This is an optimization exercise on Yosys and OpenROAD, whose aim is a short achievable clock period and few clock cycles, not a production implementation.
Function was checked by simulation only, so behaviour that the tests miss may differ from the original.
Power is estimated from default activity; no workload was simulated.

Setup of branch raven:
Design proc, start of the top module:
module proc (
   input  logic                     clk_i,
   input  logic                     rst_i,
   input  logic                     load_en_i,
   input  logic [6-1:0] load_addr_i,
   input  logic [15:0]              load_instr_i,
   output logic                     wb_en_o,
   output logic [2:0]               wb_reg_o,
   output logic [15:0]              wb_data_o,
   output logic                     halt_o,
   output logic                     err_o
);
   logic        id_valid;
   proc_pkg::instr_u id_instr;
   logic [15:0] id_pc_inc;
   logic        id_pred;
   logic        stall_id;
   logic        redirect;
   logic [15:0] redirect_pc;
   logic        halt_id;
   logic        ex_valid;
   logic [1:0]  ex_fn;
   logic        ex_use_imm;
   logic [15:0] ex_a;
   logic [15:0] ex_b;
   logic [4:0]  ex_imm;
   logic [2:0]  ex_rd;
   logic        ex_wr_en;
   logic        ex_ld;
   logic        ex_st;
   logic        ex_halt;
   logic        ex_illegal;
   logic        ex_fwd_a_m, ex_fwd_a_w, ex_fwd_b_m, ex_fwd_b_w;
   logic        ex_chk, ex_a_zero, ex_pred, ex_beqz, ex_redirect, ex_sub;
   logic [15:0] ex_tgt, ex_fall, ex_redirect_pc;
   logic        mem_valid;
   logic [15:0] mem_result;
   logic [15:0] mem_store_data;
   logic [2:0]  mem_rd;
   logic        mem_wr_en;
   logic        mem_ld;
   logic        mem_st;
   logic        mem_halt;
   logic        mem_illegal;
   fetch fetch_i (
  ...
Size: about 5900 cells after synthesis, about 47 I/O pins, ~110000 um2 of cells after synthesis.
Settings: LEC_CHECK=0, ABC_CLOCK_PERIOD_IN_PS=2000, CAP_MARGIN=20, CORE_MARGIN=2, CORE_UTILIZATION=40, SETUP_SLACK_MARGIN=2.0, SLEW_MARGIN=20, SYNTH_HIERARCHICAL=1, SYNTH_MINIMUM_KEEP_SIZE=0, TNS_END_PERCENT=20; clock period 5.0 ns.
run.sh (not shown) runs the stock make flow with config.mk's settings and CLKGATE_MAP_FILE= SYNTH_SCRIPT=/design/flow/synth_recipe.tcl, a recipe that flattens the netlist after the stock synthesis.
branch raven ended with every stage complete and zero timing, DRC or antenna violations.
Testbench counts of branch raven, summed over its fixed seeds: cycles 23,611.
[inputs] branch tundra vs branch raven
==> flow/config.mk <==
export PLATFORM = sky130hd
export DESIGN_NAME = proc
export DESIGN_NICKNAME = proc
export VERILOG_FILES = /design/flow/design.v
export SDC_FILE = /design/flow/constraint.sdc
export NUM_CORES = 4
export LEC_CHECK = 0
export ABC_CLOCK_PERIOD_IN_PS = 2000
export CAP_MARGIN = 20
export CORE_MARGIN = 2
export CORE_UTILIZATION = 45
export SETUP_SLACK_MARGIN = 2.5
export SLEW_MARGIN = 20
export SYNTH_HIERARCHICAL = 1
export SYNTH_MINIMUM_KEEP_SIZE = 0
export TNS_END_PERCENT = 40
==> summary.txt <==
Global-route wire length before repair (branch tundra vs. branch raven) increases by a few percent. branch tundra: worst relative slew slack is 3.5 points higher than what branch raven reported. Inserted tap cell count is higher on branch raven. branch tundra against branch raven: cell internal power dissipation increased by 5.5% relative to the old numbers, met1 wire length increased by 1700 um relative to the old numbers, time the final worst path needs with I/O delays and setup increased by 5.8 ps relative to the old numbers, global-route usage increased by 4.2 points relative to the old numbers, required time of the worst setup path increased by 230 ps relative to the old numbers. Re worst slack on hold paths: branch tundra and branch raven aren't equal, and the higher value belongs to branch raven. Between branch raven and branch tundra, the period utilization does not differ in any meaningful way.


Another version of the RTL of proc (not shown whole).
For scale: about 2300 flip-flops.
export LEC_CHECK = 0
export CAP_MARGIN = 20
export CORE_MARGIN = 2
export CORE_UTILIZATION = 40
export SLEW_MARGIN = 20
create_clock -name core_clock -period 5.0 [get_ports {clk_i}]
Testbench counts at the start, summed over its fixed seeds: cycles 39,895.
Change:
ABC_CLOCK_PERIOD_IN_PS = 2000   (was unset)
SETUP_SLACK_MARGIN = 2.0   (was unset)
SYNTH_HIERARCHICAL = 1   (was unset)
SYNTH_MINIMUM_KEEP_SIZE = 0   (was unset)
TNS_END_PERCENT = 20   (was unset)
The changed run produced a clean layout.
Combinational power grows by about 30%.
Area after synthesis grows by about 3.4%.
Via count grows by about 9%.
Final cell count grows by 7.6%.
Core utilization grows by 0.13 points.
Critical path depth grows by 6.
Power grows by 6.5%.
Design area grows by 3.8%.

-- separate check: timing with driven ports --
The flow's constraints put no driver on any port. The routed layouts listed below were extracted and timed again, unchanged, in two steps. Step 1: set_driving_cell puts a clkbuf_16 on clk_i and a buf_2 on each other input, an assumption about the parent block. Step 2 also shifts input and output timing later by t, the mid clock arrival at the registers, as if the neighbouring blocks saw the same clock. Three values: ideal ports, drivers, drivers and shift; two values: the first two.
run | t, ns | slack for setup (ns) | worst setup path after step 2 | slew at the worst register clock pin (ns) | pins driven straight from the clock port
branch raven | 0.982 | 1.691 / 1.691 / 1.014 | input to register | 0.07 / 0.07 | 1
branch tundra | 1.010 | 1.685 / 1.685 / 0.829 | input to register | 0.07 / 0.07 | 1
the first run of note 2 | 0.929 | 0.912 / 0.912 / 0.912 | register to register | 0.07 / 0.07 | 1
the second run of note 2 | 0.929 | 1.658 / 1.658 / 0.972 | input to register | 0.07 / 0.07 | 1
After both steps every run listed still meets setup and hold. For branch tundra, which loses most, drivers alone change the setup slack by 0.000 ns; drivers and shift together by -0.856 ns.
